This design comes from an exercise in tuning for small area on the open sky130 flow, not from production work. The RTL was checked by simulation tests, not by an equivalence proof against the original design. Power figures rest on the tool's default switching activity, not on a simulated workload.

[flow/run.sh]
#!/bin/bash
# Layout flow: the standard flow (standard.sh, all steps), except that the
# buffers put on the input and output ports are the platform's smallest
# buffer, sky130_fd_sc_hd__buf_1, instead of the one buffer_ports picks.
set -euo pipefail

cfg="${FLOW_CONFIG:-config.mk}"
echo 'export BUFFER_PORTS_ARGS = -buffer_cell sky130_fd_sc_hd__buf_1' >> "$cfg"
if [ "$cfg" != "config.mk" ] && [ -f config.mk ] && ! grep -q BUFFER_PORTS_ARGS config.mk; then
    echo 'export BUFFER_PORTS_ARGS = -buffer_cell sky130_fd_sc_hd__buf_1' >> config.mk
fi

# keep a copy of the script that runs the standard flow next to its log
cp standard.sh standard_sh_copy.log
bash standard.sh > standard.log 2>&1
[standard.sh]
#!/bin/bash
# synth_recipe.tcl (not shown) runs the flow's synth.tcl, then flattens the netlist and writes it again
# the make line also repeats each setting of config.mk as NAME=value (left out here)
make -C /OpenROAD-flow-scripts/flow DESIGN_CONFIG=/design/flow/config.mk WORK_HOME=/design/flow/orfs CLKGATE_MAP_FILE= SYNTH_SCRIPT=/design/flow/synth_recipe.tcl "${@:-finish}"
[config.mk]
export PLATFORM = sky130hd
export DESIGN_NAME = midi_note_slot_allocator
export DESIGN_NICKNAME = midi_note_slot_allocator
export VERILOG_FILES = /design/flow/design.v
export SDC_FILE = /design/flow/constraint.sdc
export NUM_CORES = 4
export LEC_CHECK = 0
export CAP_MARGIN = 20
export CORE_MARGIN = 2
export CORE_UTILIZATION = 55
export CTS_CLUSTER_DIAMETER = 90
export CTS_CLUSTER_SIZE = 24
export SLEW_MARGIN = 20
export BUFFER_PORTS_ARGS = -buffer_cell sky130_fd_sc_hd__buf_1
[constraint.sdc]
create_clock -name core_clock -period 10.0 [get_ports {clk}]
set_input_delay 2.0000 -clock core_clock [delete_from_list [all_inputs] [get_ports {clk}]]
set_output_delay 2.0000 -clock core_clock [all_outputs]
set_load 0.01 [all_outputs]
[design.v]
package nsa_pkg;
    localparam int REC_W = 19;
    localparam logic [1:0] REQ_PLAY = 2'd0;
    localparam logic [1:0] REQ_STOP = 2'd1;
    localparam logic [1:0] REQ_CC   = 2'd2;
    localparam logic [1:0] REQ_ALL  = 2'd3;
    localparam logic [1:0] OC_SENT       = 2'd0;
    localparam logic [1:0] OC_PORT_OFF   = 2'd1;
    localparam logic [1:0] OC_FULL       = 2'd2;
    localparam logic [1:0] OC_NOT_ACTIVE = 2'd3;
endpackage
module nsa_ram (
    input  logic                      clk,
    input  logic [16*nsa_pkg::REC_W-1:0] head_in,
    output logic [16*nsa_pkg::REC_W-1:0] head_out
);
    localparam int W = nsa_pkg::REC_W;
    logic [W-1:0] ring [16][4];
    for (genvar r = 0; r < 16; r++)
    begin : g_ring
        always_ff @(posedge clk)
        begin
            ring[r][0] <= head_in[r*W +: W];
            ring[r][1] <= ring[r][0];
            ring[r][2] <= ring[r][1];
            ring[r][3] <= ring[r][2];
        end
        assign head_out[r*W +: W] = ring[r][3];
    end
endmodule
module nsa_ctrl (
    input  logic [nsa_pkg::REC_W-1:0]  rec_in,
    output logic [nsa_pkg::REC_W-1:0]  rec_out,
    input  logic                       dec_on,
    input  logic [5:0]                 dec_thr,
    output logic                       oldest_hit,
    output logic [nsa_pkg::REC_W-1:0]  rec_rd,
    input  logic                       wr,
    input  logic [5:0]                 wr_num,
    input  logic                       wr_act,
    input  logic                       wr_info,
    input  logic [11:0]                info_in
);
    logic [5:0]  num_q, num;
    logic        act;
    logic [11:0] info;
    logic        dec;
    assign num_q = rec_in[18:13];
    assign act   = rec_in[12];
    assign info  = rec_in[11:0];
    assign dec = dec_on && act && (num_q > dec_thr);
    assign num = dec ? num_q - 1'b1 : num_q;
    assign oldest_hit = act && (num == 6'd0);
    assign rec_rd     = {num, act, info};
    assign rec_out = {wr ? wr_num : num, wr ? wr_act : act,
                      wr_info ? info_in : info};
endmodule
module midi_note_slot_allocator (
    input  logic        clk,
    input  logic        rst_n,
    input  logic        s_tvalid,
    output logic        s_tready,
    input  logic [63:0] s_tdata,
    input  logic [1:0]  s_tuser,
    output logic        m_tvalid,
    input  logic        m_tready,
    output logic [63:0] m_tdata,
    output logic [0:0]  m_tuser,
    output logic        m_tlast,
    input  logic        cfg_we,
    input  logic [1:0]  cfg_wdata
);
    localparam int W = nsa_pkg::REC_W;
    logic       in_port;
    logic [3:0] in_chan;
    logic [6:0] in_key, in_ctl, in_val;
    logic [5:0] in_slot;
    assign in_port = s_tdata[0];
    assign in_chan = s_tdata[4:1];
    assign in_key  = s_tdata[11:5];
    assign in_ctl  = s_tdata[18:12];
    assign in_val  = s_tdata[25:19];
    assign in_slot = s_tdata[31:26];
    logic       init_q;      
    logic [1:0] phase;
    logic [6:0] nfree;       
    logic [5:0] front;       
    logic [2:0] dec_cnt;     
    logic [5:0] dec_thr_q;
    logic       sa_q;        
    logic [1:0] port_en;
    logic       ov;          
    logic        o_sv, o_cc, o_on;
    logic [3:0]  o_chan;
    logic [6:0]  o_d1, o_d2;
    logic        o_port;
    logic [31:0] o_time;
    logic [5:0]  o_handle;
    logic [1:0]  o_oc;
    logic        o_last;
    logic [16*W-1:0] head_in, head_out;
    logic [W-1:0]    h_rec [16];
    logic [15:0]     oldest_hit;
    logic [15:0]     h_wr, h_wr_info;
    logic [5:0]      wr_num;
    logic [6:0] nused;
    logic out_free, idle, req, is_play, is_stop, is_cc, is_all, sa_mode;
    logic pen, full, empty;
    logic [3:0] oldest_h, rd_h;
    logic [W-1:0] rec;
    logic rd_here, rd_act;
    logic [5:0] rd_num, rel_slot;
    logic [11:0] rd_info;
    logic oldest_found;
    logic [5:0] rel_num;
    logic rel_lower, rel_ok, sa_go, take, rel;
    logic accept, emit;
    assign nused    = 7'd64 - nfree;
    assign out_free = !ov || m_tready;
    assign idle     = !init_q && !sa_q;
    assign req      = idle && s_tvalid;
    assign is_play  = s_tuser == nsa_pkg::REQ_PLAY;
    assign is_stop  = s_tuser == nsa_pkg::REQ_STOP;
    assign is_cc    = s_tuser == nsa_pkg::REQ_CC;
    assign is_all   = s_tuser == nsa_pkg::REQ_ALL;
    assign sa_mode  = sa_q || is_all;
    assign pen      = port_en[in_port];
    assign full     = nfree == 7'd0;
    assign empty    = nfree[6];
    nsa_ram u_store (
        .clk      (clk),
        .head_in  (head_in),
        .head_out (head_out)
    );
    for (genvar h = 0; h < 16; h++)
    begin : g_head
        nsa_ctrl u_head (
            .rec_in     (head_out[h*W +: W]),
            .rec_out    (head_in[h*W +: W]),
            .dec_on     (dec_cnt != 3'd0),
            .dec_thr    (dec_thr_q),
            .oldest_hit (oldest_hit[h]),
            .rec_rd     (h_rec[h]),
            .wr         (h_wr[h]),
            .wr_num     (wr_num),
            .wr_act     (take),
            .wr_info    (h_wr_info[h]),
            .info_in    ({in_chan, in_key, in_port})
        );
    end
    always_comb
    begin
        oldest_h = '0;
        for (int h = 0; h < 16; h++)
            oldest_h = oldest_h | (oldest_hit[h] ? 4'(h) : 4'd0);
    end
    assign oldest_found = |oldest_hit;
    always_comb
    begin
        if (sa_mode)
            rd_h = oldest_h;
        else if (is_play)
            rd_h = front[5:2];
        else
            rd_h = in_slot[5:2];
    end
    assign rec      = h_rec[rd_h];
    assign rd_num   = rec[18:13];
    assign rd_act   = rec[12];
    assign rd_info  = rec[11:0];
    assign rd_here  = phase == (is_play ? front[1:0] : in_slot[1:0]);
    assign rel_slot = {rd_h, phase};
    assign rel_num   = sa_mode ? 6'd0 : rd_num;
    assign rel_lower = {1'b0, rel_num} != nused - 1'b1;
    assign rel_ok    = dec_cnt == 3'd0;
    assign sa_go = (sa_q || (req && is_all && !empty)) && oldest_found
                   && rel_ok && out_free;
    always_comb
    begin
        accept = 1'b0;
        if (req && out_free)
        begin
            case (s_tuser)
                nsa_pkg::REQ_PLAY: accept = !pen || full || rd_here;
                nsa_pkg::REQ_STOP: accept = rd_here && (!rd_act || rel_ok);
                nsa_pkg::REQ_CC:   accept = 1'b1;
                default:           accept = empty || sa_go;
            endcase
        end
    end
    assign s_tready = accept;
    assign emit     = accept || sa_go;
    assign take     = accept && is_play && pen && !full;
    assign rel      = sa_go || (accept && is_stop && rd_act);
    always_comb
    begin
        if (init_q)
            wr_num = 6'd1;
        else if (take)
            wr_num = nused[5:0];
        else
            wr_num = front - rel_slot;
    end
    for (genvar h = 0; h < 16; h++)
    begin : g_wr
        assign h_wr_info[h] = take && (front[5:2] == 4'(h));
        assign h_wr[h]      = init_q || h_wr_info[h] || (rel && (rd_h == 4'(h)));
    end
    always_ff @(posedge clk or negedge rst_n)
    begin
        if (!rst_n)
        begin
            init_q  <= 1'b1;
            phase   <= '0;
            nfree   <= 7'd64;
            front   <= '0;
            dec_cnt <= '0;
            sa_q    <= 1'b0;
            port_en <= '0;
            ov      <= 1'b0;
        end
        else
        begin
            phase <= phase + 1'b1;
            if (phase == 2'd3)
                init_q <= 1'b0;
            if (cfg_we)
                port_en <= cfg_wdata;
            if (take)
            begin
                nfree <= nfree - 1'b1;
                front <= front + rd_num;
            end
            else if (rel)
            begin
                nfree <= nfree + 1'b1;
                front <= rel_slot;
            end
            if (rel && rel_lower)
                dec_cnt <= 3'd4;
            else if (dec_cnt != 3'd0)
                dec_cnt <= dec_cnt - 1'b1;
            if (sa_go)
                sa_q <= nfree != 7'd63;
            if (emit)
                ov <= 1'b1;
            else if (m_tready)
                ov <= 1'b0;
        end
    end
    always_ff @(posedge clk)
    begin
        if (rel && rel_lower)
            dec_thr_q <= rel_num;
        if (accept)
            o_time <= s_tdata[63:32];
        if (emit)
        begin
            o_sv     <= 1'b0;
            o_cc     <= 1'b0;
            o_on     <= 1'b0;
            o_chan   <= '0;
            o_d1     <= '0;
            o_d2     <= '0;
            o_port   <= 1'b0;
            o_handle <= '0;
            o_oc     <= nsa_pkg::OC_SENT;
            o_last   <= 1'b1;
            if (rel)
            begin
                o_sv     <= 1'b1;
                o_chan   <= rd_info[11:8];
                o_d1     <= rd_info[7:1];
                o_port   <= rd_info[0];
                o_handle <= rel_slot;
                o_last   <= !sa_mode || (nfree == 7'd63);
            end
            else if (is_stop)
            begin
                o_handle <= in_slot;
                o_oc     <= nsa_pkg::OC_NOT_ACTIVE;
            end
            else if (is_all)
            begin
            end
            else if (!pen)
            begin
                o_oc <= nsa_pkg::OC_PORT_OFF;
            end
            else if (is_cc)
            begin
                o_sv   <= 1'b1;
                o_cc   <= 1'b1;
                o_on   <= 1'b1;
                o_chan <= in_chan;
                o_d1   <= in_ctl;
                o_d2   <= in_val;
                o_port <= in_port;
            end
            else if (full)
            begin
                o_oc <= nsa_pkg::OC_FULL;
            end
            else
            begin
                o_sv     <= 1'b1;
                o_on     <= 1'b1;
                o_chan   <= in_chan;
                o_d1     <= in_key;
                o_d2     <= in_val;
                o_port   <= in_port;
                o_handle <= front;
            end
        end
    end
    assign m_tvalid = ov;
    assign m_tdata  = {1'b0, o_oc, o_handle, o_time, o_port, o_d2, o_d1,
                       o_sv, 1'b0, o_cc, o_on, o_chan};
    assign m_tuser  = o_sv;
    assign m_tlast  = o_last;
endmodule
==> qor.txt, run 1 <==
==================================================================================
H-tree level count                                                               2
Number of pins with negative max-slew slack in the final report                  0
Remaining routing DRC violations                                                 0
Worst Hold Depth                                                                 0
Slowest library cell on the worst path                                sky130_fd_sc_hd__a211oi_1
Fraction of synthesis flops using an asynchronous set or reset pin           1.76%
Final hold viol count                                                            0
Count of maximum capacitance violations                                          0
Quantity of hold-fixing buffers added after cts                                  0
Startpoint of the most critical register-to-register path             dec_thr_q[3]
Remaining number of nets flagged by the antenna check after routing              0
Fraction of power spent switching nets                                       41.7%
Destination of the worst register-to-register timing path                 front[5]
Die Footprint                                                          76000 sq um
Distinct cells, synth                                                          101
Kind of end point of the critical path                                 output port
Power density over cell area                                           359 nW/um^2
Worst reg-to-reg path cell count                                                24
Cell Area, Synth                                                       40600 sq um
GPL Wtd Cong                                                                 0.954
Number of flops mapped to enable cells by yosys                                 69
Result of the run                                         timing/DRC/antenna clean
Reported leakage power                                                   0.0184 uW
Switching pwr                                                              6570 uW
Area growth from synthesis to final layout                                   8.11%
End-of-flow core utilization                                                 60.1%
Arrival @ worst endpoint                                                   6410 ps
Final setup slack of the worst path                                        1590 ps
Number of placed I/O pins                                                      141
Total global-route track usage                                               28.7%
Share of post-route cells with drive strength above 1                        12.5%
Highest Clock Rate                                                       0.119 GHz
Startpoint-to-endpoint class of the critical path                          reg2out
Die height                                                                  276 um
Post-Place Worst Slack                                                     1930 ps
Worst clock skew                                                           28.3 ps
Combinational share of power                                                 40.5%
Count of yosys warnings during synthesis                                         4
Initial core utilization                                                     55.6%
Least-Margin Pin Slew                                                      1100 ps
Internal power component                                                   9190 uW
Worst vdd ir                                                              0.290 mV
Setup Fix Bufs, Post-CTS                                                         0
Number of clock sinks                                                         1308
Setup repair after global routing missed its margin                          false
Count of input and output buffers                                              138
Final HPWL from detailed placement                                         74.6 mm
Destination of the worst hold path                                    u_store.ring[7][10]
Clock tree from TritonCTS                                                      yes
Seq pwr share                                                                42.3%
# setup viols final                                                              0
Launch instance of the worst min-delay path                           u_store.ring[6][10]
Crit start category                                                       register
Worst Path Required                                                        8000 ps
Setup TNS after final layout                                                  0 ps
Max-Slew Margin vs Limit                                                     26.9%
Pre-Repair DR Iteration Count                                                    5
Row Count                                                                       99
Gr ovfl total                                                                    0
Worst min-delay path class                                                 reg2reg
Resize count post-CTS                                                            0
Worst-case clock buffer depth                                                    3
Cell breakdown of the critical path                                   inv_1, buf_4, ha_1, and4_1, a311o_1, a31oi_4, a41oi_1, a211oi_1, a311oi_2, a21oi_4, buf_4, nand2_1, o221ai_1, a31oi_4, a21oi_4, buf_1
Syn_area_per_cell                                                       13.1 sq um
Die boundary width                                                          276 um
Sequential area share after synthesis                                        66.5%
Number of placed instances, taps included                                     4120
Layout Cells excl Fill                                                        4198
Violation count after the first detailed-routing iteration                    2009
Clock network latency to the later pin of the worst-skew pair               690 ps
Average wire per standard cell                                             26.2 um
Flip-flop and latch count after synthesis                                     1308
First-pass GRT wire length                                                  160 mm
Max incr delay on CP                                                        720 ps
Count of vias placed by the detailed router                                  24056
Maximum number of pins on one net before global-route repair                    53
Reg2Reg Setup Slack                                                        2290 ps
Biggest fanout along the worst timing path                                      35
Number of CTS-inserted buffers                                                  61
Fill cell instance count of the final layout                                  5834
Critical path origin                                                  dec_thr_q[3]
Clock-pin slew on the worst setup and hold paths                             90 ps
Top flip-flop cell by instance count after synthesis                  sky130_fd_sc_hd__dfxtp_1
Detailed-route vias per instance                                              5.73
Final WL                                                                    110 mm
Antenna violations before repair                                                 0
Post-route clock period utilization                                          84.1%
Via count of the first global-routing pass                                   24365
Post-synthesis instance total                                                 3108
Clock share of power                                                         17.2%
Nets                                                                          3432
CTS Root Cell                                                         sky130_fd_sc_hd__clkbuf_16
Min Clock Period, post-route                                               8410 ps
Core Region                                                            73000 sq um
==================================================================================
## cell usage after synthesis (all sizes together), types with 20 or more instances
cell,count,area [sq um]
dfxtp,1216,24300
mux2,215,2430
nand2,154,588
ha,132,1650
mux2i,126,1260
nor2,92,348
inv,90,338
clkbuf,86,323
a21oi,71,367
edfxtp,69,2070
xnor2,66,586
o21ai,64,320
buf,58,332
xor2,53,464
nand3,43,215
a221oi,42,374
nand4,38,238
nor3,37,190
nor4,28,213
a21o,22,165
a22oi,22,165
dfrtp,21,526
and3,20,125
## power by group through the flow
stage	Combinational [uW]	Sequential (uW)	Clock, uW
final	6380	6670	2710
after CTS	6310	6670	2760
after global routing	6730	6760	2950
after global placement	6190	6750	0
after floorplan	3740	6590	0
after detailed placement	6260	6780	0
## placed cells by master (no fill, tap or decap), drive strengths merged, types with 66 or more instances in the layout
master,count
inv,93
ha,132
edfxtp,69
nand2,154
mux2i,126
xnor2,66
nor2,92
mux2,215
dfxtp,1216
a21oi,71
buf,195
clkbuf,72
## state kept, by name, indices dropped and copies added, names as in the netlist, 2 cells and up
name / flops
u_store.ring: 1216
o_time: 32
nfree: 7
o_d1: 7
o_d2: 7
dec_thr_q: 6
front: 6
o_handle: 6
o_chan: 4
dec_cnt: 3
o_oc: 2
phase: 2
port_en: 2
## cell type report
type                       instances  area (sq um)  area share [%]
inverter                          90           338           0.770
clock buffer                      71          1590            3.61
tap                              959          1200            2.73
multi-input combinational       1567         12700            28.9
timing repair buffer             196           958            2.18
sequential                      1308         27000            61.5
antenna                            1          2.50         0.00570
clock inverter                     6           104           0.237
## stage by stage
step / power, uW / hold WS, ps / area [sq um]
finish: 15800 / 324 / 43900
global route: 16400 / 327 / 43900
CTS: 15700 / 327 / 43900
detailed placement: 13000 / 312 / 42200
global placement: 12900 / 309 / 42200
floorplan: 10300 / 310 / 40600
## cell families (layout without fill, tap and decap cells)
logic type	count (synthesis)	count (layout)	synth area share (%)
compound gates	432	432	8.21
xor+xnor	119	119	2.59
fa+ha+maj	135	135	4.22
buf+inv	234	363	2.44
flops	1308	1308	66.5
mux	341	341	9.09
other cells	1	3	0.00924
simple gates	538	538	6.94
## layer usage
layer	vias to the layer above	global-route usage [%]	share of wire, %
met1	11963	36.6	43
met3	238	3.67	4.2
met2	697	48.7	48
li1	11158	-	-
met5	-	0	0
met4	0	13.1	4.9
## worst max-delay path by stage
stage,endpoint,cells after the start
final,s_tready,16
after global routing,s_tready,17
after CTS,s_tready,17
after detailed placement,s_tready,12
after global placement,s_tready,12
after floorplan,s_tready,10
## critical path: cells and delay by family (launching register included)
kind	cells	cell delay, ps
and+or+nand+nor	2	540
DFF	1	370
AOI/OAI and AO/OA	9	2990
buffers and inverters	4	1540
adders and majority gates	1	270
==> inputs of run 2 (changes only) <==
--- a/config.mk
+++ b/config.mk
@@ -9,6 +9,6 @@
 export CORE_MARGIN = 2
 export CORE_UTILIZATION = 55
-export CTS_CLUSTER_DIAMETER = 90
-export CTS_CLUSTER_SIZE = 24
+export CTS_CLUSTER_DIAMETER = 95
+export CTS_CLUSTER_SIZE = 27
 export SLEW_MARGIN = 20
 export BUFFER_PORTS_ARGS = -buffer_cell sky130_fd_sc_hd__buf_1
==> run 2 against run 1 <==
Effect of this change:
- still clean on timing, DRC and antenna
- setup slack gained 17 ps
- flip-flop and latch count is the same
- non-clock buffer count is the same
- via count shrank 0.39%
- final cell count is essentially flat
- first-iteration DRC count shrank 7.5%
- sequential share of layout area grew 0.22 points
- critical endpoint unchanged
- largest cell class unchanged
==> qor.txt, run 2 <==
==================================================================================
Result of the run                                         timing/DRC/antenna clean
Maximum number of pins on one net before global-route repair                    53   unchanged
Pre-Repair DR Iteration Count                                                    5   unchanged
CTS Root Cell                                                         sky130_fd_sc_hd__clkbuf_16
Final hold viol count                                                            0   unchanged
Count leader, synth                                                   sky130_fd_sc_hd__dfxtp_1
Clock-pin slew on the worst setup and hold paths                            100 ps   about the same
Detailed-route vias per instance                                              5.71   -0.30%
Biggest fanout along the worst timing path                                      33   -5.7%
Kind of end point of the critical path                                 output port
Post-Place Worst Slack                                                     1930 ps   unchanged
Worst Path Required                                                        8000 ps   about the same
Dominant cells by area after synthesis                                sky130_fd_sc_hd__dfxtp_1 60%, sky130_fd_sc_hd__mux2_2 5.9%, sky130_fd_sc_hd__edfxtp_1 5.1%
Remaining number of nets flagged by the antenna check after routing              0   unchanged
Via count of the first global-routing pass                                   24295   -0.29%
Worst reg-to-reg path cell count                                                24   unchanged
Most frequent CP cell                                                 sky130_fd_sc_hd__a31oi_4
Number of placed I/O pins                                                      141   unchanged
Initial core utilization                                                     55.6%   unchanged
Clock tree from TritonCTS                                                      yes
Area share of the largest cell type after synthesis                          60.0%   unchanged
Flip-flop count of the largest register, all copies and words added           1216   unchanged
Worst-case clock buffer depth                                                    3   unchanged
Multi-input gate area in the final layout                              12700 sq um   unchanged
Max-Slew Margin vs Limit                                                     24.0%   -2.9 points
Final HPWL from detailed placement                                         74.6 mm   unchanged
Core Region                                                            73000 sq um   unchanged
Setup repair after global routing missed its margin                          false
Most common cell after layout, fill and taps aside                    sky130_fd_sc_hd__dfxtp_1
Worst min-delay path class                                                 reg2reg
Count of vias placed by the detailed router                                  23961   -0.39%
Average wire per standard cell                                             26.2 um   -0.27%
Least-Margin Pin Slew                                                      1140 ps   +43.3 ps
Violation count after the first detailed-routing iteration                    1858   -7.5%
GPL Wtd Cong                                                                 0.954   unchanged
Startpoint-to-endpoint class of the critical path                          reg2out
Cell breakdown of the critical path                                   inv_1, buf_4, ha_1, and4_1, a311o_1, a31oi_4, a41oi_1, a211oi_1, or4_4, o21a_4, inv_2, nand2_1, o221ai_1, o21ai_1, a31oi_4, a21oi_4, buf_1
Sequential cell area                                                   27000 sq um   unchanged
Kind of cell adding the most delay to the critical path               compound AO/OA/AOI/OAI gates
Buffers plus inverters on the worst setup path                                   4   unchanged
Number of pins with negative max-slew slack in the final report                  0   unchanged
Max incr delay on CP                                                        720 ps   about the same
Total global-route track usage                                               28.6%   -0.093 points
Distinct cells, synth                                                          101   unchanged
Syn_area_per_cell                                                       13.1 sq um   unchanged
Setup TNS after final layout                                                  0 ps   unchanged
Fraction of synthesis flops using an asynchronous set or reset pin           1.76%   unchanged
Reported leakage power                                                   0.0183 uW   -0.38%
Setup Fix Bufs, Post-CTS                                                         0   unchanged
Post-synthesis instance total                                                 3108   unchanged
Slowest library cell on the worst path                                sky130_fd_sc_hd__a211oi_1
Final WL                                                                    110 mm   -0.37%
Most numerous cell types in the synthesized netlist                   1216 x sky130_fd_sc_hd__dfxtp_1, 212 x sky130_fd_sc_hd__mux2_2, 150 x sky130_fd_sc_hd__nand2_1
Cell taking the most area after synthesis                             sky130_fd_sc_hd__dfxtp_1
Count of maximum capacitance violations                                          0   unchanged
Final setup slack of the worst path                                        1600 ps   +16.8 ps
H-tree level count                                                               2   unchanged
First-pass GRT wire length                                                  160 mm   -0.14%
Count of yosys warnings during synthesis                                         4   unchanged
Share of post-route cells with drive strength above 1                        12.3%   -0.14 points
Arrival @ worst endpoint                                                   6400 ps   about the same
Die boundary width                                                          276 um   unchanged
Remaining routing DRC violations                                                 0   unchanged
Crit start category                                                       register
Clock network latency to the later pin of the worst-skew pair               680 ps   about the same
Number of CTS-inserted buffers                                                  55   -9.8%
Number of clock sinks                                                         1308   unchanged
Die Footprint                                                          76000 sq um   unchanged
Critical path depth                                                             17   +1
Area growth from synthesis to final layout                                   7.72%
# setup viols final                                                              0   unchanged
Nets                                                                          3426   -0.17%
Flip-flop and latch count after synthesis                                     1308   unchanged
Largest registers                                                     u_store.ring x1216, o_time x32
Quantity of hold-fixing buffers added after cts                                  0   unchanged
Fill cell instance count of the final layout                                  5873   +0.67%
Die height                                                                  276 um   unchanged
Commonest non-fill, non-tap cells in the layout                       1216 x sky130_fd_sc_hd__dfxtp_1, 212 x sky130_fd_sc_hd__mux2_2, 150 x sky130_fd_sc_hd__nand2_1
Worst vdd ir                                                              0.289 mV   -0.12%
Worst Hold Depth                                                                 0   unchanged
Number of flops mapped to enable cells by yosys                                 69   unchanged
Count of input and output buffers                                              138   unchanged
Gr ovfl total                                                                    0   unchanged
Highest Clock Rate                                                       0.119 GHz   +0.20%
Worst clock skew                                                           34.6 ps   +6.34 ps
Row Count                                                                       99   unchanged
Min Clock Period, post-route                                               8400 ps   -16.8 ps
Resize count post-CTS                                                            0   unchanged
Antenna violations before repair                                                 1   +1
Sequential area share after synthesis                                        66.5%   unchanged
Top flip-flop cell by instance count after synthesis                  sky130_fd_sc_hd__dfxtp_1
Most flops, register                                                  u_store.ring
Cell Area, Synth                                                       40600 sq um   unchanged
Power density over cell area                                           357 nW/um^2   -0.50%
Post-route clock period utilization                                          84.0%   -0.17 points
==================================================================================
-- run 2: cell counts after synthesis --
Identical to the previous run, type by type.
-- run 2: through the flow --
step                      cell area [sq um]  hold slack (ps)  cells  power (uW)  utilization [%]
final                                 43700              308   4194       15600             59.9
after global routing                  43700              318   4193       16300             59.9
after CTS                             43700              313   4193       15600             59.9
after detailed placement              42200              312   4120       13000             57.8
after global placement                42200              309   4119       12900             57.8
after floorplan                       40600              310   3109       10300                -
-- run 2: final timing paths --
kind                                 startpoint                    to  slack (ps)
max                                dec_thr_q[3]              s_tready        1600
min                        u_store.ring[42][18]  u_store.ring[43][18]         310
max reg2reg                        dec_thr_q[3]              front[5]        2310
min reg2reg                u_store.ring[42][18]  u_store.ring[43][18]         310
max in group asynchronous                 rst_n                init_q        8370
min in group asynchronous                 rst_n            dec_cnt[2]        1320
-- run 2: layout make-up --
| type | instances | share of cell area (%) |
|---|---|---|
| Inverter | 90 | 0.773 |
| Clock buffer | 65 | 3.23 |
| Clock inverter | 8 | 0.266 |
| Antenna cell | 1 | 0.00572 |
| Tap cell | 959 | 2.74 |
| Sequential cell | 1308 | 61.7 |
| Timing Repair Buffer | 196 | 2.19 |
| Multi-Input combinational cell | 1567 | 29.0 |
-- run 2: kinds of logic (layout without fill, tap and decap cells) --
| logic type | Yosys count | after routing | synth area share, % |
|---|---|---|---|
| AOI/OAI and AO/OA | 432 | 432 | 8.21 |
| adders and majority gates | 135 | 135 | 4.22 |
| DFF | 1308 | 1308 | 66.5 |
| xor gates and xnor gates | 119 | 119 | 2.59 |
| muxes | 341 | 341 | 9.09 |
| buffers and inverters | 234 | 359 | 2.44 |
| other | 1 | 3 | 0.00924 |
| and+or+nand+nor | 538 | 538 | 6.94 |
-- run 2: routing by layer --
metal / part of all wire, % / track usage [%] / routed length (um)
met3: 4.2 / 3.60 / 4570
met5: 0.012 / 0 / 13
met2: 48 / 48.2 / 52600
met4: 5.1 / 13.4 / 5570
met1: 43 / 36.7 / 47000
-- run 2: report_power, final --
part / internal (uW) / leakage [uW] / switching, uW / total, uW
registers: 6160 / 0.0108 / 515 / 6670
clock network: 1040 / 0.000750 / 1550 / 2590
logic: 1900 / 0.00673 / 4470 / 6360
==> inputs of run 3 (changes only) <==
--- a/design.v
+++ b/design.v
@@ -1,4 +1,5 @@
 package nsa_pkg;
-    localparam int REC_W = 19;
+    localparam int REC_W = 18;
+    localparam logic [5:0] FREE_NUM = 6'd63;
     localparam logic [1:0] REQ_PLAY = 2'd0;
     localparam logic [1:0] REQ_STOP = 2'd1;
@@ -32,27 +33,26 @@
     input  logic [nsa_pkg::REC_W-1:0]  rec_in,
     output logic [nsa_pkg::REC_W-1:0]  rec_out,
+    input  logic                       full,
     input  logic                       dec_on,
     input  logic [5:0]                 dec_thr,
+    input  logic                       dec_full,
+    input  logic                       dec_skip,
     output logic                       oldest_hit,
     output logic [nsa_pkg::REC_W-1:0]  rec_rd,
     input  logic                       wr,
     input  logic [5:0]                 wr_num,
-    input  logic                       wr_act,
-    input  logic                       wr_info,
-    input  logic [11:0]                info_in
+    input  logic [11:0]                wr_info
 );
     logic [5:0]  num_q, num;
-    logic        act;
     logic [11:0] info;
-    logic        dec;
-    assign num_q = rec_in[18:13];
-    assign act   = rec_in[12];
+    logic        used_q, dec;
+    assign num_q = rec_in[17:12];
     assign info  = rec_in[11:0];
-    assign dec = dec_on && act && (num_q > dec_thr);
-    assign num = dec ? num_q - 1'b1 : num_q;
-    assign oldest_hit = act && (num == 6'd0);
-    assign rec_rd     = {num, act, info};
-    assign rec_out = {wr ? wr_num : num, wr ? wr_act : act,
-                      wr_info ? info_in : info};
+    assign used_q = (num_q != nsa_pkg::FREE_NUM) || full || (dec_full && !dec_skip);
+    assign dec    = dec_on && used_q && (num_q > dec_thr);
+    assign num    = dec ? num_q - 1'b1 : num_q;
+    assign oldest_hit = num == 6'd0;
+    assign rec_rd     = {num, info};
+    assign rec_out = wr ? {wr_num, wr_info} : {num, info};
 endmodule
 module midi_note_slot_allocator (
@@ -88,4 +88,6 @@
     logic [2:0] dec_cnt;     
     logic [5:0] dec_thr_q;
+    logic       dec_full_q;  
+    logic [3:0] dec_h_q;     
     logic       sa_q;        
     logic [1:0] port_en;
@@ -102,6 +104,7 @@
     logic [W-1:0]    h_rec [16];
     logic [15:0]     oldest_hit;
-    logic [15:0]     h_wr, h_wr_info;
-    logic [5:0]      wr_num;
+    logic [15:0]     h_wr;
+    logic [5:0]      wr_num, wr_link;
+    logic [11:0]     wr_info;
     logic [6:0] nused;
     logic out_free, idle, req, is_play, is_stop, is_cc, is_all, sa_mode;
@@ -138,13 +141,14 @@
             .rec_in     (head_out[h*W +: W]),
             .rec_out    (head_in[h*W +: W]),
+            .full       (full),
             .dec_on     (dec_cnt != 3'd0),
             .dec_thr    (dec_thr_q),
+            .dec_full   (dec_full_q),
+            .dec_skip   (dec_cnt == 3'd1 && dec_h_q == 4'(h)),
             .oldest_hit (oldest_hit[h]),
             .rec_rd     (h_rec[h]),
             .wr         (h_wr[h]),
             .wr_num     (wr_num),
-            .wr_act     (take),
-            .wr_info    (h_wr_info[h]),
-            .info_in    ({in_chan, in_key, in_port})
+            .wr_info    (wr_info)
         );
     end
@@ -166,6 +170,6 @@
     end
     assign rec      = h_rec[rd_h];
-    assign rd_num   = rec[18:13];
-    assign rd_act   = rec[12];
+    assign rd_num   = rec[17:12];
+    assign rd_act   = (rd_num != nsa_pkg::FREE_NUM) || full;
     assign rd_info  = rec[11:0];
     assign rd_here  = phase == (is_play ? front[1:0] : in_slot[1:0]);
@@ -193,17 +197,10 @@
     assign take     = accept && is_play && pen && !full;
     assign rel      = sa_go || (accept && is_stop && rd_act);
-    always_comb
-    begin
-        if (init_q)
-            wr_num = 6'd1;
-        else if (take)
-            wr_num = nused[5:0];
-        else
-            wr_num = front - rel_slot;
-    end
+    assign wr_link = init_q ? 6'd1 : front - rel_slot;
+    assign wr_num  = take ? nused[5:0] : nsa_pkg::FREE_NUM;
+    assign wr_info = take ? {in_chan, in_key, in_port} : {6'd0, wr_link};
     for (genvar h = 0; h < 16; h++)
     begin : g_wr
-        assign h_wr_info[h] = take && (front[5:2] == 4'(h));
-        assign h_wr[h]      = init_q || h_wr_info[h] || (rel && (rd_h == 4'(h)));
+        assign h_wr[h] = init_q || ((take || rel) && (rd_h == 4'(h)));
     end
     always_ff @(posedge clk or negedge rst_n)
@@ -230,5 +227,5 @@
             begin
                 nfree <= nfree - 1'b1;
-                front <= front + rd_num;
+                front <= front + rd_info[5:0];
             end
             else if (rel)
@@ -252,5 +249,9 @@
     begin
         if (rel && rel_lower)
-            dec_thr_q <= rel_num;
+        begin
+            dec_thr_q  <= rel_num;
+            dec_full_q <= full;
+            dec_h_q    <= rd_h;
+        end
         if (accept)
             o_time <= s_tdata[63:32];
==> run 3 against run 2 <==
Effect of this change:
- utilization up 0.40 points
- routed wire length grew 7.2%
- clock-buffer cell count up 4
- non-clock buffer count is 40 higher
- combinational power down 7.2%
==> qor.txt, run 3 <==
==================================================================================
Number of pins with negative max-slew slack in the final report                  0   unchanged
Top flip-flop cell by instance count after synthesis                  sky130_fd_sc_hd__dfxtp_1
Worst clock skew                                                           39.9 ps   +5.31 ps
Detailed-route vias per instance                                              6.00   +5.1%
CTS Root Cell                                                         sky130_fd_sc_hd__clkbuf_16
Pre-Repair DR Iteration Count                                                    7   +2
Flip-flop count of the largest register, all copies and words added           1152   -5.3%
Highest Clock Rate                                                       0.104 GHz   -12%
Max layer used                                                                met5
Number of placed I/O pins                                                      141   unchanged
Max-Slew Margin vs Limit                                                     17.3%   -6.7 points
Area growth from synthesis to final layout                                   8.91%
Share of post-route cells with drive strength above 1                        10.5%   -1.8 points
Clock network latency to the later pin of the worst-skew pair               690 ps   about the same
Nets                                                                          3507   +2.4%
Min Clock Period, post-route                                               9590 ps   +1190 ps
Flip-flop and latch count after synthesis                                     1249   -4.5%
Setup repair after global routing missed its margin                          false
Maximum number of pins on one net before global-route repair                    35   -34%
Distinct cells, synth                                                          100   -0.99%
H-tree level count                                                               2   unchanged
Max incr delay on CP                                                        570 ps   -150 ps
Most common cell after layout, fill and taps aside                    sky130_fd_sc_hd__dfxtp_1
Cell breakdown of the critical path                                   inv_1, buf_4, buf_4, ha_1, nand4_1, a21oi_1, o311ai_0, xor2_1, nand4b_1, nand2_1, o41ai_4, buf_4, nand3_1, o21bai_1, o211a_1, a31o_1, or4_4, nor4_1, o21ai_0, buf_4, inv_1, buf_1
Fill cell instance count of the final layout                                  5730   -2.4%
Final WL                                                                    118 mm   +7.2%
End-of-flow core utilization                                                 60.3%   +0.40 points
Fraction of synthesis flops using an asynchronous set or reset pin           1.84%   +0.083 points
Gr ovfl total                                                                    0   unchanged
Clock share of power                                                         16.5%   about the same
Most numerous cell types in the synthesized netlist                   1152 x sky130_fd_sc_hd__dfxtp_1, 149 x sky130_fd_sc_hd__ha_1, 146 x sky130_fd_sc_hd__nand2_1
Quantity of hold-fixing buffers added after cts                                  0   unchanged
Largest registers                                                     u_store.ring x1152, o_time x32
Row Count                                                                       98   -1.0%
Switching pwr                                                              6140 uW   -5.9%
Count of vias placed by the detailed router                                  25549   +6.6%
GPL Wtd Cong                                                                 0.975   +2.2%
Via count of the first global-routing pass                                   24972   +2.8%
Sequential area share after synthesis                                        65.5%   -0.96 points
Biggest fanout along the worst timing path                                      33   unchanged
Resize count post-CTS                                                            0   unchanged
Commonest non-fill, non-tap cells in the layout                       1152 x sky130_fd_sc_hd__dfxtp_1, 149 x sky130_fd_sc_hd__ha_1, 145 x sky130_fd_sc_hd__nand2_1
Startpoint-to-endpoint class of the critical path                          reg2out
Cell Area, Synth                                                       39500 sq um   -2.8%
Number of CTS-inserted buffers                                                  53   -3.6%
Worst vdd ir                                                              0.251 mV   -13%
Syn_area_per_cell                                                       12.7 sq um   -3.0%
Die Footprint                                                          73900 sq um   -2.7%
Worst-case clock buffer depth                                                    3   unchanged
Sequential cell area                                                   25900 sq um   -4.2%
Kind of end point of the critical path                                 output port
Hold slack                                                                  324 ps   +16.4 ps
Combinational share of power                                                 38.5%   -2.2 points
Antenna violations before repair                                                11   +10
Power density over cell area                                           357 nW/um^2   -0.22%
Final HPWL from detailed placement                                         84.1 mm   +13%
Routed wl met2                                                             51.5 mm   -2.0%
Clock tree from TritonCTS                                                      yes
Count of yosys warnings during synthesis                                         4   unchanged
Remaining routing DRC violations                                                 0   unchanged
WL met3                                                                    8.88 mm   +95%
Number of flops mapped to enable cells by yosys                                 74   +7.2%
Core Region                                                            71200 sq um   -2.4%
Most flops, register                                                  u_store.ring
Reported leakage power                                                   0.0172 uW   -5.9%
Worst Path Required                                                        8000 ps   about the same
Clock-pin slew on the worst setup and hold paths                            100 ps   about the same
Seq pwr share                                                                45.0%   +2.3 points
Count of maximum capacitance violations                                          0   unchanged
Initial core utilization                                                     55.4%   -0.24 points
Post-route clock period utilization                                          95.9%   +12 points
Slowest library cell on the worst path                                sky130_fd_sc_hd__or4_4
Internal power component                                                   9180 uW   +0.96%
First-pass GRT wire length                                                  170 mm   +6.1%
Final hold viol count                                                            0   unchanged
Post-synthesis instance total                                                 3115   +0.23%
Die height                                                                  272 um   -1.4%
Final setup slack of the worst path                                         408 ps   -1190 ps
Worst min-delay path class                                                 reg2reg
Violation count after the first detailed-routing iteration                    2557   +38%
Post-Place Worst Slack                                                      961 ps   -969 ps
Most frequent CP cell                                                 sky130_fd_sc_hd__buf_4
# setup viols final                                                              0   unchanged
Fraction of power spent switching nets                                       40.1%   -1.7 points
Remaining number of nets flagged by the antenna check after routing              0   unchanged
Number of clock sinks                                                         1249   -4.5%
Least-Margin Pin Slew                                                      1230 ps   +91.9 ps
Multi-input gate area in the final layout                              12800 sq um   +0.89%
Die boundary width                                                          272 um   -1.4%
Count of input and output buffers                                              138   unchanged
Setup TNS after final layout                                                  0 ps   unchanged
Setup Fix Bufs, Post-CTS                                                         0   unchanged
Average wire per standard cell                                             27.6 um   +5.6%
Dominant cells by area after synthesis                                sky130_fd_sc_hd__dfxtp_1 58%, sky130_fd_sc_hd__edfxtp_1 5.6%, sky130_fd_sc_hd__ha_1 4.7%
Total routed wire length on the met1 layer                                 52.3 mm   +11%
Arrival @ worst endpoint                                                   7590 ps   +1190 ps
Crit start category                                                       register
Count leader, synth                                                   sky130_fd_sc_hd__dfxtp_1
Area share of the largest cell type after synthesis                          58.4%   -1.5 points
Cell taking the most area after synthesis                             sky130_fd_sc_hd__dfxtp_1
Total global-route track usage                                               31.3%   +2.7 points
Result of the run                                         timing/DRC/antenna clean
==================================================================================
## run 3: cell count changes after synthesis, sizes merged, moves of 17 or more
cell,delta
a22oi,+91
nor2,+35
ha,+17
o2bb2ai,+96
mux2,-102
o31ai,+30
clkbuf,-18
o21ai,+17
mux2i,-101
nor3,+22
dfxtp,-64
## run 3: layout make-up
type	count	area share, %
clock inverter	8	0.320
timing repair buffer	236	2.96
inverter	83	0.725
sequential	1249	60.2
clock buffer	69	3.23
antenna	1	0.00582
multi-input combinational	1659	29.8
tap	950	2.77
## run 3: cell families (layout without fill, tap and decap cells)
family	after synthesis	after routing	synth area share (%)
compound gates	660	660	13.2
xor+xnor	109	109	2.42
fa+ha+maj	152	152	4.88
buf+inv	208	396	2.22
flops	1249	1249	65.5
mux	138	138	3.86
other cells	1	3	0.00950
simple gates	598	598	7.84
## run 3: final timing paths
path | start | endpoint | slack [ps] | depth (start not counted)
max | dec_thr_q[2] | s_tready | 410 | 22
max reg2reg | dec_thr_q[2] | u_store.ring[32][17] | 1870 | 22
min in group asynchronous | rst_n | ov | 1430 | 1
min reg2reg | u_store.ring[45][17] | u_store.ring[46][17] | 320 | 0
max in group asynchronous | rst_n | phase[0] | 7950 | 1
min | u_store.ring[45][17] | u_store.ring[46][17] | 320 | 0
## run 3: power by group through the flow
stage / Clock [uW] / Combinational [uW] / Sequential (uW)
after floorplan: 0 / 3500 / 6780
after global placement: 0 / 5650 / 6940
after detailed placement: 0 / 5730 / 7000
after CTS: 2570 / 5770 / 6890
after global routing: 2750 / 6230 / 7020
final: 2530 / 5900 / 6900
## run 3: metrics by stage
stage | area, sq um | std cells | power, uW
6_report | 43000 | 4255 | 15300
5_1_grt | 43000 | 4254 | 16000
3_3_place_gp | 41400 | 4173 | 12600
3_5_place_dp | 41400 | 4177 | 12700
2_1_floorplan | 39500 | 3116 | 10300
4_1_cts | 43000 | 4254 | 15200
## run 3: layer usage
metal  vias to the layer above  track usage (%)
met3                       241             5.92
met1                     12676             44.6
met5                         -                0
met2                      1044             47.7
li1                      11572                -
met4                        16             11.2
## run 3: worst max-delay path: cells and delay by family, from the launching register on
kind	cells	cell delay, ps
buffers and inverters	7	2020
AND/OR/NAND/NOR	6	1980
AO/OA/AOI/OAI	7	1930
flip-flops	1	390
XOR/XNOR	1	300
adder cells (fa/ha/maj)	1	250
==> inputs of run 4 (changes only) <==
--- a/design.v
+++ b/design.v
@@ -52,6 +52,6 @@
     assign dec    = dec_on && used_q && (num_q > dec_thr);
     assign num    = dec ? num_q - 1'b1 : num_q;
-    assign oldest_hit = num == 6'd0;
-    assign rec_rd     = {num, info};
+    assign oldest_hit = num_q == 6'd0;
+    assign rec_rd     = rec_in;
     assign rec_out = wr ? {wr_num, wr_info} : {num, info};
 endmodule
@@ -187,5 +187,5 @@
             case (s_tuser)
                 nsa_pkg::REQ_PLAY: accept = !pen || full || rd_here;
-                nsa_pkg::REQ_STOP: accept = rd_here && (!rd_act || rel_ok);
+                nsa_pkg::REQ_STOP: accept = rd_here && (rel_ok || (!rd_act && !dec_full_q));
                 nsa_pkg::REQ_CC:   accept = 1'b1;
                 default:           accept = empty || sa_go;
==> run 4 against run 3 <==
Effect of this change:
- clock skew decreased by 3.9 ps
- sequential share of layout area is 1.9 points higher
- utilization grew 0.14 points
- combinational power fell by 37%
- register-to-register slack better by 1700 ps
- hold slack worse by 2.3 ps
- flip-flop and latch count unchanged
- area after synthesis shrank 2.5%
- still clean on timing, DRC and antenna
- power down 13%
- global-route usage decreased by 2.9 points
- largest power group unchanged
- via count decreased by 9.5%
==> qor.txt, run 4 <==
==================================================================================
Die Footprint                                                          72000 sq um   -2.5%
Launch instance of the worst min-delay path                           u_store.ring[30][8]
Clock share of power                                                         19.0%   +2.5 points
Gr ovfl total                                                                    0   unchanged
Setup TNS after final layout                                                  0 ps   unchanged
Violation count after the first detailed-routing iteration                    1928   -25%
Biggest fanout along the worst timing path                                      17   -48%
Crit start category                                                   primary input
Remaining routing DRC violations                                                 0   unchanged
Clock tree from TritonCTS                                                      yes
Antenna violations before repair                                                 1   -10
Fraction of power spent switching nets                                       34.7%   -5.4 points
Remaining number of nets flagged by the antenna check after routing              0   unchanged
Max-Slew Margin vs Limit                                                     22.3%   +5.0 points
Initial core utilization                                                     55.8%   +0.38 points
Detailed-route vias per instance                                              5.69   -5.2%
Number of pins with negative max-slew slack in the final report                  0   unchanged
GPL Wtd Cong                                                                 0.949   -2.6%
Hold slack                                                                  322 ps   -2.29 ps
Layout Cells excl Fill                                                        4062   -4.5%
Maximum number of pins on one net before global-route repair                    42   +20%
Quantity of hold-fixing buffers added after cts                                  0   unchanged
First-pass GRT wire length                                                  150 mm   -11%
Number of flops mapped to enable cells by yosys                                 74   unchanged
Cell Area, Synth                                                       38500 sq um   -2.5%
Clock network latency to the later pin of the worst-skew pair               660 ps   -30 ps
Fraction of synthesis flops using an asynchronous set or reset pin           1.84%   unchanged
Commonest non-fill, non-tap cells in the layout                       1152 x sky130_fd_sc_hd__dfxtp_1, 167 x sky130_fd_sc_hd__nor2_1, 153 x sky130_fd_sc_hd__ha_1
# setup viols final                                                              0   unchanged
Cell breakdown of the critical path                                   buf_1, a21oi_1, a31o_2, nor2_1, a41o_1, clkinv_1, nor3_1, nand2_1, o21ai_0, nand4_1, nand3_1, nor3b_2, or2_2, buf_1
Die boundary width                                                          268 um   -1.3%
Worst Hold Depth                                                                 0   unchanged
Die height                                                                  268 um   -1.3%
Final hold viol count                                                            0   unchanged
Number of CTS-inserted buffers                                                  54   +1.9%
Highest Clock Rate                                                       0.122 GHz   +17%
Power density over cell area                                           319 nW/um^2   -10%
H-tree level count                                                               2   unchanged
Setup Fix Bufs, Post-CTS                                                         0   unchanged
Total global-route track usage                                               28.4%   -2.9 points
Destination of the worst register-to-register timing path             u_store.ring[48][1]
Area share of the largest cell type after synthesis                          60.0%   +1.5 points
Reg2Reg Setup Slack                                                        3570 ps   +1700 ps
Post-synthesis instance total                                                 2985   -4.2%
Startpoint-to-endpoint class of the critical path                           in2out
Resize count post-CTS                                                            0   unchanged
Final WL                                                                    103 mm   -12%
Core Region                                                            68900 sq um   -3.2%
Dominant cells by area after synthesis                                sky130_fd_sc_hd__dfxtp_1 60%, sky130_fd_sc_hd__edfxtp_1 5.8%, sky130_fd_sc_hd__ha_1 5.0%
Kind of end point of the critical path                                 output port
Largest registers                                                     u_store.ring x1152, o_time x32
Via count of the first global-routing pass                                   23003   -7.9%
Combinational share of power                                                 27.9%   -11 points
Flip-flop count of the largest register, all copies and words added           1152   unchanged
CTS Root Cell                                                         sky130_fd_sc_hd__clkbuf_16
Destination of the worst hold path                                    u_store.ring[31][8]
Worst min-delay path class                                                 reg2reg
Result of the run                                         timing/DRC/antenna clean
Arrival @ worst endpoint                                                   6200 ps   -1390 ps
Count leader, synth                                                   sky130_fd_sc_hd__dfxtp_1
Worst vdd ir                                                              0.188 mV   -25%
Post-layout total power                                                   13300 uW   -13%
Post-route clock period utilization                                          82.0%   -14 points
Clock-pin slew on the worst setup and hold paths                            100 ps   about the same
Syn_area_per_cell                                                       12.9 sq um   +1.7%
Distinct cells, synth                                                           89   -11%
Ant diodes                                                                       0   -1
Share of post-route cells with drive strength above 1                        9.26%   -1.3 points
Average wire per standard cell                                             25.4 um   -8.2%
Number of placed I/O pins                                                      141   unchanged
Worst clock skew                                                           36.0 ps   -3.95 ps
Max incr delay on CP                                                        560 ps   about the same
Least-Margin Pin Slew                                                      1160 ps   -67.5 ps
Count of input and output buffers                                              138   unchanged
Slowest library cell on the worst path                                sky130_fd_sc_hd__clkinv_1
Count of vias placed by the detailed router                                  23123   -9.5%
Pre-Repair DR Iteration Count                                                    6   -1
Nets                                                                          3344   -4.6%
Most common cell after layout, fill and taps aside                    sky130_fd_sc_hd__dfxtp_1
Top flip-flop cell by instance count after synthesis                  sky130_fd_sc_hd__dfxtp_1
Area growth from synthesis to final layout                                   8.41%
Internal power component                                                   8690 uW   -5.3%
Setup repair after global routing missed its margin                          false
Sequential area share after synthesis                                        67.3%   +1.7 points
Most flops, register                                                  u_store.ring
Row Count                                                                       96   -2.0%
Startpoint of the most critical register-to-register path             u_store.ring[59][12]
Most frequent CP cell                                                 sky130_fd_sc_hd__buf_1
Worst Path Required                                                        8000 ps   about the same
Count of yosys warnings during synthesis                                         4   unchanged
Number of clock sinks                                                         1249   unchanged
Reported leakage power                                                   0.0168 uW   -2.6%
Min Clock Period, post-route                                               8200 ps   -1390 ps
Worst reg-to-reg path cell count                                                15   -32%
Flip-flop and latch count after synthesis                                     1249   unchanged
Count of maximum capacitance violations                                          0   unchanged
Number of placed instances, taps included                                     3989   -4.5%
Final HPWL from detailed placement                                         69.9 mm   -17%
Seq pwr share                                                                53.0%   +8.0 points
Switching pwr                                                              4620 uW   -25%
Cell taking the most area after synthesis                             sky130_fd_sc_hd__dfxtp_1
Most numerous cell types in the synthesized netlist                   1152 x sky130_fd_sc_hd__dfxtp_1, 172 x sky130_fd_sc_hd__nor2_1, 153 x sky130_fd_sc_hd__ha_1
Worst-case clock buffer depth                                                    3   unchanged
==================================================================================
-- run 4: changes by cell type after synthesis, sizes merged, moves of 11 or more --
cell	delta
a22oi	-44
buf	-16
a31oi	-24
nor3	-27
nand2	-48
a2bb2oi	-15
o31ai	-23
a21oi	+90
or4	-11
clkbuf	+19
nor2	+47
o21ai	-21
-- run 4: logic make-up after synthesis --
group	Yosys count	share of synthesized area [%]
AO/OA/AOI/OAI	579	11.2
buffers and inverters	205	2.37
adder cells (fa/ha/maj)	156	5.13
AND/OR/NAND/NOR	546	7.14
other	1	0.00975
multiplexers	139	4.40
flip-flops	1249	67.3
XOR/XNOR	110	2.51
-- run 4: worst max-delay path, delay by kind of cell --
| family | cells | cell delay [ps] |
|---|---|---|
| AND/OR/NAND/NOR | 7 | 1880 |
| AO/OA/AOI/OAI | 4 | 1130 |
| buffers and inverters | 3 | 1190 |
-- run 4: area by class of cell --
cell class | instances | area (sq um)
well taps | 931 | 1160
fillers | 5554 | 27300
flip-flops and latches | 1249 | 25900
repair buffers | 201 | 1010
clock buffers | 65 | 1420
clock inverters | 7 | 149
multi-input cells | 1532 | 11800
inverters | 77 | 289
-- run 4: how the worst max path moves through the flow --
stage	from	end	slack, ps	depth (start not counted)
after floorplan	s_tuser[0]	s_tready	3090	15
after global placement	s_tuser[0]	s_tready	1910	14
after detailed placement	s_tuser[0]	s_tready	1810	14
after CTS	s_tuser[0]	s_tready	1790	14
after global routing	s_tuser[0]	s_tready	1350	14
final	s_tuser[0]	s_tready	1800	14
-- run 4: per-layer routing --
layer | GRT usage, % | wire length, um | vias up
met2 | 46.4 | 47800 | 621
li1 | - | - | 10783
met3 | 3.69 | 4500 | 175
met4 | 9.83 | 3880 | 0
met5 | 0 | 0 | -
met1 | 39.1 | 46900 | 11544
-- run 4: power groups by stage --
| stage | Combinational (uW) | Clock, uW | Sequential [uW] |
|---|---|---|---|
| 2_1_floorplan | 2480 | 0 | 6810 |
| 6_report | 3720 | 2530 | 7060 |
| 3_5_place_dp | 3650 | 0 | 7160 |
| 5_1_grt | 4040 | 2750 | 7170 |
| 4_1_cts | 3680 | 2580 | 7060 |
| 3_3_place_gp | 3580 | 0 | 7120 |
-- run 4: through the flow --
stage,instance area [sq um],worst slack [ps],util (%)
floorplan,38500,3090,-
global placement,40100,1910,58.1
detailed placement,40100,1810,58.2
CTS,41700,1790,60.5
global route,41700,1350,60.5
finish,41700,1800,60.5

[port drivers added, routing unchanged]
In the flow no input, the clock included, has a driving cell. The finished layouts below were timed again as built, in two steps.
Step 1 (the two cells are an assumption about what drives the block):
set clk [get_ports {clk}]
set_driving_cell -lib_cell sky130_fd_sc_hd__clkbuf_16 $clk
set_driving_cell -lib_cell sky130_fd_sc_hd__buf_2 [delete_from_list [all_inputs] $clk]
Step 2, shift: input delay + t, output delay - t, t = (earliest + latest rising clock arrival at the registers) / 2. This alone moves slack from input paths to output paths.
Slacks: ideal ports / drivers / drivers and shift; pairs: ideal ports / drivers.
run	shift t [ns]	setup WS [ns]	worst setup path at the end	pins driven straight from the clock port
run 1	0.744	1.585 / 1.519 / 1.876	input to output	1
run 2	0.738	1.602 / 1.532 / 1.809	input to output	1
run 3	0.733	0.408 / 0.341 / 0.783	input to output	1
run 4	0.712	1.802 / 1.762 / 1.762	input to output	1
After both steps setup and hold are still met in every run listed. For run 4, which loses most, drivers alone change the setup slack by -0.040 ns; drivers and shift together by -0.040 ns.
